This is an optimization exercise on Yosys and OpenROAD, whose aim is small area, a short achievable clock period and few clock cycles per item, not a production implementation.
Function was checked by simulation only, so behaviour that the tests miss may differ from the original.

==> flow/design.v (outline; a module is shown in full before it is edited, if it fits) <==
// module bce_front: 78 lines
// module bce_lnu: 239 lines
// module bce_mlt: 650 lines
// module bce_fifo: 28 lines
// module bce_back: 95 lines
// module bce_mean_loss: 63 lines
module bce_mean_loss #(
  parameter int MAX_ELEMENTS = 4096
) (
  input  wire logic        clk,
  input  wire logic        rst_n,
  input  wire logic        in_valid,
  output logic             in_ready,
  input  wire logic [16:0] in_prediction,
  input  wire logic [16:0] in_target,
  input  wire logic        in_last_element,
  output logic             out_valid,
  input  wire logic        out_ready,
  output logic [31:0]      out_mean_loss,
  output logic [12:0]      out_element_count,
  input  wire logic        cfg_psel,
  input  wire logic        cfg_penable,
  input  wire logic        cfg_pwrite,
  input  wire logic [2:0]  cfg_paddr,
  input  wire logic [31:0] cfg_pwdata,
  output logic [31:0]      cfg_prdata,
  output logic             cfg_pready
);
  // ...
==> flow/run.sh <==
#!/bin/bash
# synth_recipe.tcl (not shown) runs the flow's synth.tcl, then flattens the netlist and writes it again
# the make line also repeats each setting of config.mk as NAME=value (left out here)
make -C /OpenROAD-flow-scripts/flow DESIGN_CONFIG=/design/flow/config.mk WORK_HOME=/design/flow/orfs CLKGATE_MAP_FILE= SYNTH_SCRIPT=/design/flow/synth_recipe.tcl finish
==> flow/config.mk <==
export PLATFORM = sky130hd
export DESIGN_NAME = bce_mean_loss
export DESIGN_NICKNAME = bce_mean_loss
export VERILOG_FILES = /design/flow/design.v
export SDC_FILE = /design/flow/constraint.sdc
export NUM_CORES = 4
export LEC_CHECK = 0
export CAP_MARGIN = 20
export CORE_MARGIN = 2
export CORE_UTILIZATION = 40
export SLEW_MARGIN = 20
==> flow/constraint.sdc <==
create_clock -name core_clock -period 13.0 [get_ports {clk}]
set_input_delay 2.6000 -clock core_clock [delete_from_list [all_inputs] [get_ports {clk}]]
set_output_delay 2.6000 -clock core_clock [all_outputs]
set_load 0.01 [all_outputs]
==> flow_summary.toml, run 1 <==
[final_layout]
final_util_pct = 44.36
fin_cells = 7070

[clock_tree]
cts_buffers = 67
root_buffer = "clkbuf_16"
ctsResizeCount = 0

[global_route]
grt_max_degree = 72

[synth]
yosys-top-cells-area = "dfxtp_1, fa_1, edfxtp_1"
synth_mux_area_share_pct = 2.738
synth_xor_area_share_pct = 7.336
synth_area_leader_cell = "dfxtp_1"
ys_warn_count = 4
syn-instance-count = 5430
synthAdderAreaFrac_pct = 24.53
syn_area_um2 = 48030

[setup_path]
crit_cells = 23
reg2reg_to = "u_front.lp3_r[19]$_DFF_P_"
arrival_ns = 7.10
worstSetupEndpoint = "u_front.lp3_r[19]$_DFF_P_"
slowest_stage = "dfxtp_1"
cpMostUsedCell = "inv_1"

[hold_path]
min_path_cells = 0
min_to = "u_front.l4_r$_DFF_P_"

[timing]
slew_headroom_pct = 25.94
hold_slack_ns = 0.3205

[die]
core_region_area_um2 = 119500
rows = 127
dieArea_um2 = 122900

[drt]
wl_met1_um = 54200
wl_met2_um = 56380

[outcome]
status = "complete, no violations"
Testbench counts, summed over its fixed seeds: cycles 16,920, items 16,000.
==> run 2: changes to the inputs <==
==> flow/flow/run.sh (new file) <==
#!/bin/bash
# Standard layout, with timing repair asked to leave 7 ns of setup slack at
# the design's clock period (the constraints themselves are unchanged).
set -o pipefail
export SETUP_SLACK_MARGIN=7
bash standard.sh > standard.log 2>&1
==> flow/standard.sh (new file) <==
#!/bin/bash
# synth_recipe.tcl (not shown) runs the flow's synth.tcl, then flattens the netlist and writes it again
# the make line also repeats each setting of config.mk as NAME=value (left out here)
make -C /OpenROAD-flow-scripts/flow DESIGN_CONFIG=/design/flow/config.mk WORK_HOME=/design/flow/orfs CLKGATE_MAP_FILE= SYNTH_SCRIPT=/design/flow/synth_recipe.tcl "${@:-finish}"
removed: flow/run.sh
==> flow_summary.toml, run 2 <==
[setup_path]
reg2reg_to = "u_front.loq2_r[3]$_DFF_P_"
arrival_ns = 6.30
crit_buf_inv = 5
end_kind = "register"
cpMostUsedCell = "or4_1"
r2r-start = "u_front.p1_r[0]$_SDFF_PP1_"
path_max_fanout = 58
reg2regPathDepth = 17
critPathLaunchType = "register"
ff2ff_setup_slack_ns = 7.19
path_class = "register to register"
slowest_stage = "or4_1"
crit_chain = "inv_1, ha_1, or3b_1, or4_1, and2_1, a41o_1, a311o_1, o21ai_4, inv_4, nor3_2, a31oi_4, buf_4, inv_2, buf_8, nand2_2, o221a_1, or4_1"
path_delay_family = "simple AND/OR/NAND/NOR gates"
required_ns = 13.50
critPathMaxStageDelay_ns = 0.54

[placed_design]
gp_congestion = 0.9132
post-dp-hpwl_um = 86970
io_buffers = 115

[timing]
tns_ns = 0
slew_violations = 0
skew_ns = 0.04740
post-route-period-util_pct = 44.68
clock.fmax_mhz = 172.2
slew_headroom_pct = 24.71
setup-violations-final = 0
worst_slew_pin_slew_ns = 1.128
rsz0062_at_grt = "true"
finalHoldViolCount = 0
min_period_ns = 5.808

[global_route]
antenna_found_initial = 1
grt_pass1_wl_um = 195100
grt_usage_pct = 19.50
overflow = 0
grt_max_degree = 72
grt_pass1_vias = 36970

[final_layout]
final_cell_mix = "nand2_1, inv_1, dfxtp_1"
fillers = 11690
area_growth_pct = 11.25
multi_input_area_um2 = 31240
fin_nets = 6170
drive_above_1_share_pct = 7.486
final_util_pct = 44.71
final_common_cell = "nand2_1"
n_antenna_cell = 0
regArea_um2 = 13550
top_regs = "u_back.u_fifo.mem0_r: 61 flops, u_back.u_fifo.mem1_r: 61 flops, u_back.sum_r: 48 flops"

[drt]
drt_iter0_markers = 2876
drtAntennaViolNets = 0
via_per_inst = 5.265
routed_wl_um = 120400
drc_errors = 0
dr.pass1.iters = 6
vias = 37330
routedWlPerCell_um = 16.99

[synth]
syn_area_um2 = 48030
synth_cell_type_count = 103
synth_common_cells = "nand2_1, inv_1, dfxtp_1"
synth_ff_type = "dfxtp_1"
synth_top_cell_area_share_pct = 14.92
ys_warn_count = 4
synth_area_leader_cell = "dfxtp_1"
synth_edf_count = 212
yosysMostFrequentCell = "nand2_1"
syn_area_per_cell_um2 = 8.845
yosysSeqAreaShare_pct = 28.18
async_flop_share_pct = 0
yosys-top-cells-area = "dfxtp_1, fa_1, edfxtp_1"
ys_ff_latch = 570
syn-instance-count = 5430

[run]
cap_violations = 0

[clock_tree]
cts_tree = "yes"
root_buffer = "clkbuf_16"
cts_buffers = 67
postCtsHoldBufs = 0
clk_latency_ns = 0.66
clock-sinks = 570
clk_path_buf_depth = 3
clk_pin_slew_worst_paths_ns = 0.06
htreeDepth = 3

[outcome]
status = "complete, no violations"

[die]
pin_count = 157
dieWidth_um = 350.5
initial_core_util_pct = 40.19
die_h_um = 350.5
dieArea_um2 = 122900
rows = 127
core_region_area_um2 = 119500

[hold_path]
min_path_cells = 0
hp-start = "u_front.t1_r[16]$_DFF_P_"
min_to = "u_front.t2_r[16]$_DFF_P_"
hp-class = "register to register"
-- run 2: cell families after synthesis --
| kind of cell | count (synthesis) | share of synthesized area (%) |
|---|---|---|
| buffers and inverters | 932 | 7.628 |
| flip-flops | 570 | 28.18 |
| multiplexers | 125 | 2.738 |
| adder cells (fa/ha/maj) | 754 | 24.53 |
| XOR/XNOR | 399 | 7.336 |
| AO/OA/AOI/OAI | 1018 | 13.39 |
| AND/OR/NAND/NOR | 1630 | 16.19 |
| other | 2 | 0.01564 |
-- run 2: through the flow --
step	cells	hold WS [ns]	worst slack [ns]	area, um2
after floorplan	5448	0.3096	7.198	48090
after global placement	6952	0.3108	6.510	50620
after detailed placement	6952	0.3121	6.491	50620
after CTS	7071	0.3214	6.943	53070
after global routing	7089	0.3235	6.970	53430
final	7089	0.3204	7.192	53430
-- run 2: worst max-delay path by stage --
stage,to,slack [ns],from,depth (start not counted)
2_1_floorplan,u_front.lp3_r[19]$_DFF_P_,7.20,u_front.sp2_r[0]$_DFF_P_,23
4_1_cts,u_front.lp3_r[19]$_DFF_P_,6.94,u_front.sp2_r[1]$_DFF_P_,23
3_5_place_dp,u_front.lp3_r[19]$_DFF_P_,6.49,u_front.sp2_r[0]$_DFF_P_,23
5_1_grt,u_front.lq3_r[19]$_DFF_P_,6.97,u_front.sq2_r[0]$_DFF_P_,25
6_report,u_front.loq2_r[3]$_DFF_P_,7.19,u_front.p1_r[0]$_SDFF_PP1_,17
3_3_place_gp,u_front.lp3_r[19]$_DFF_P_,6.51,u_front.sp2_r[0]$_DFF_P_,23
-- run 2: layer usage --
layer  wire (um)  vias up  GRT usage (%)
li1            -    18100              -
met1       54050    17940          26.09
met2       56990     1073          32.85
met3        6509      210          2.667
met4        2879        2          5.457
met5          10        -              0
-- run 2: layout make-up --
class                      instances  area share [%]
inverter                         640           4.501
tap                             1612           3.775
timing repair buffer             203           3.435
multi-input combinational       3946           58.46
clock buffer                      86           3.412
clock inverter                    32           1.061
sequential                       570           25.36
-- run 2: repair_timing --
item | CTS | global route
setup buffers | 1 | 17
gates resized for setup | 13 | 52
endpoints found under the setup margin | 23 | 153
pin swaps | 2 | 9
cloned | 0 | 1
==> run 3: changes to the inputs <==
==> flow/flow/run.sh (replaced) <==
#!/bin/bash
# Standard layout, with timing repair asked to leave 8 ns of setup slack at
# the design's clock period (the constraints themselves are unchanged).
set -o pipefail
export SETUP_SLACK_MARGIN=8
bash standard.sh > standard.log 2>&1
==> flow_summary.toml, run 3 <==
[synth]
synth_common_cells = "nand2_1, inv_1, dfxtp_1"
synth_ff_type = "dfxtp_1"
synth_cell_type_count = 103
ys_warn_count = 4
yosysSeqAreaShare_pct = 28.18
syn_area_um2 = 48030
synth_edf_count = 212
synth_top_cell_area_share_pct = 14.92
ys_ff_latch = 570
yosysMostFrequentCell = "nand2_1"
async_flop_share_pct = 0
syn-instance-count = 5430
syn_area_per_cell_um2 = 8.845
yosys-top-cells-area = "dfxtp_1, fa_1, edfxtp_1"
synth_area_leader_cell = "dfxtp_1"

[global_route]
antenna_found_initial = 1
grt_usage_pct = 20.03
grt_max_degree = 72
grt_pass1_vias = 37680
grt_pass1_wl_um = 200300
overflow = 0

[timing]
setup-violations-final = 0
rsz0062_at_grt = "true"
clock.fmax_mhz = 179.9
post-route-period-util_pct = 42.76
slew_headroom_pct = 27.70
tns_ns = 0
hold_slack_ns = 0.3145
finalHoldViolCount = 0
skew_ns = 0.03868
slew_violations = 0
worst_slew_pin_slew_ns = 1.083
min_period_ns = 5.558

[drt]
routed_wl_um = 126400
drt_iter0_markers = 2809
drc_errors = 0
via_per_inst = 5.305
drtAntennaViolNets = 0
routedWlPerCell_um = 17.44
dr.pass1.iters = 6
vias = 38440

[setup_path]
crit_chain = "ha_4, a21o_1, a21o_1, or3_4, o211ai_1, a31oi_2, a221oi_4, xnor2_2, buf_6, buf_6, nand2_4, maj3_2, fa_1, fa_2, fa_2, fa_1, inv_2, fa_2"
path_class = "register to register"
reg2regPathDepth = 18
end_kind = "register"
arrival_ns = 6.13
required_ns = 13.57
critPathMaxStageDelay_ns = 0.58
critPathLaunchType = "register"
slowest_stage = "fa_1"
cpMostUsedCell = "fa_2"
path_max_fanout = 6

[final_layout]
multi_input_area_um2 = 33480
regArea_um2 = 13640
final_common_cell = "nand2_1"
area_growth_pct = 19.54
final_cell_mix = "nand2_1, inv_1, dfxtp_1"
top_regs = "u_back.u_fifo.mem0_r: 61 flops, u_back.u_fifo.mem1_r: 61 flops, u_back.sum_r: 48 flops"
drive_above_1_share_pct = 18.89
fillers = 11210
fin_nets = 6321

[clock_tree]
htreeDepth = 3
cts_buffers = 69
cts_tree = "yes"
clk_path_buf_depth = 3
clock-sinks = 570
clk_latency_ns = 0.65
postCtsHoldBufs = 0
clk_pin_slew_worst_paths_ns = 0.05
root_buffer = "clkbuf_16"

[die]
pin_count = 157
die_h_um = 350.5
rows = 127
initial_core_util_pct = 40.19
core_region_area_um2 = 119500
dieWidth_um = 350.5
dieArea_um2 = 122900

[outcome]
status = "complete, no violations"

[placed_design]
io_buffers = 115
post-dp-hpwl_um = 87170
gp_congestion = 0.9136

[hold_path]
hp-class = "register to register"
min_path_cells = 0

[run]
cap_violations = 0
==> run 3: cell count changes in the layout (fill, tap and decap cells not counted), moves of 51 or more <==
cell     before  now
inv_1       634  567
inv_2         4   57
buf_4        82  174
nand2_1     676  625
fa_1        342  240
fa_2          0  102
==> run 3: repair_timing <==
action                                  CTS  global route
endpoints found under the setup margin  247           251
gates resized for setup                 247           414
setup buffers                            85            72
pin swaps                               123           204
cloned                                    4             7
==> run 3: layout make-up <==
type,count,share of cell area [%]
clock inverters,32,0.7781
flip-flops and latches,570,23.76
inverters,640,4.270
repair inverters,1,0.008718
clock buffers,93,3.430
repair buffers,351,5.911
well taps,1612,3.513
diodes,1,0.004359
multi-input cells,3946,58.33
==> run 3: layer usage <==
| layer | track usage (%) | wire (um) | vias to the layer above |
|---|---|---|---|
| met5 | 0 | 14 | - |
| li1 | - | - | 18460 |
| met4 | 5.466 | 2951 | 2 |
| met2 | 34.41 | 61200 | 1100 |
| met3 | 2.481 | 6741 | 208 |
| met1 | 26.48 | 55450 | 18670 |
==> run 3: critical path, delay by kind of cell (launching register included) <==
| family | cells | cell delay [ns] |
|---|---|---|
| AND/OR/NAND/NOR | 2 | 0.40 |
| flip-flops | 1 | 0.35 |
| AO/OA/AOI/OAI | 5 | 1.16 |
| buffers and inverters | 3 | 0.37 |
| XOR/XNOR | 1 | 0.17 |
| adder cells (fa/ha/maj) | 7 | 3.03 |
==> run 3: worst paths after layout <==
| kind | start | endpoint | slack (ns) |
|---|---|---|---|
| setup / recovery | u_front.lp3_r[8]$_DFF_P_ | u_front.xb4_r[24]$_DFF_P_ | 7.44 |
| hold / removal | u_front.l2_r$_DFF_P_ | u_front.l3_r$_DFF_P_ | 0.31 |
| setup reg to reg | u_front.lp3_r[8]$_DFF_P_ | u_front.xb4_r[24]$_DFF_P_ | 7.44 |
| hold reg to reg | u_front.l2_r$_DFF_P_ | u_front.l3_r$_DFF_P_ | 0.31 |
==> run 3: cell families (layout without fill, tap and decap cells) <==
group / count (synthesis) / after routing / synth area share (%)
xor gates and xnor gates: 399 / 399 / 7.336
other: 2 / 21 / 0.01564
adders and majority gates: 754 / 754 / 24.53
buffers and inverters: 932 / 1117 / 7.628
and+or+nand+nor: 1630 / 1630 / 16.19
DFF: 570 / 570 / 28.18
muxes: 125 / 125 / 2.738
AOI/OAI and AO/OA: 1018 / 1018 / 13.39
==> run 3: stage by stage <==
step / instance area [um2] / std cells / util [%] / worst slack [ns]
finish: 57410 / 7246 / 48.04 / 7.442
global route: 57410 / 7245 / 48.04 / 7.276
CTS: 55140 / 7166 / 46.15 / 7.472
detailed placement: 51080 / 6952 / 42.75 / 6.691
global placement: 51080 / 6952 / 42.75 / 6.641
floorplan: 48650 / 5448 / - / 7.773

[what the ideal ports hide]
Ports are ideal in the flow. The routed layouts listed here were re-timed in OpenROAD. Step 1 sets driving cells, clkbuf_16 on the clock port and buf_2 on the other inputs (assumed; they add their load-dependent delay and slew). Step 2 moves the port delays by t, midway between the first and last clock arrival at a register: inputs arrive t later, outputs are due t later. That takes back most of the time a late clock gives input paths. Slacks: ideal / step 1 / step 2; pairs: ideal / step 1.
run | shift t [ns] | setup slack, ns | worst setup path at the end | pins driven straight from the clock port
run 1 | 0.700 | 6.464 / 6.464 / 6.464 | register to register | 1
run 2 | 0.706 | 7.192 / 7.192 / 7.192 | register to register | 1
run 3 | 0.698 | 7.442 / 7.442 / 7.442 | register to register | 1
After both steps every run listed still meets setup and hold.
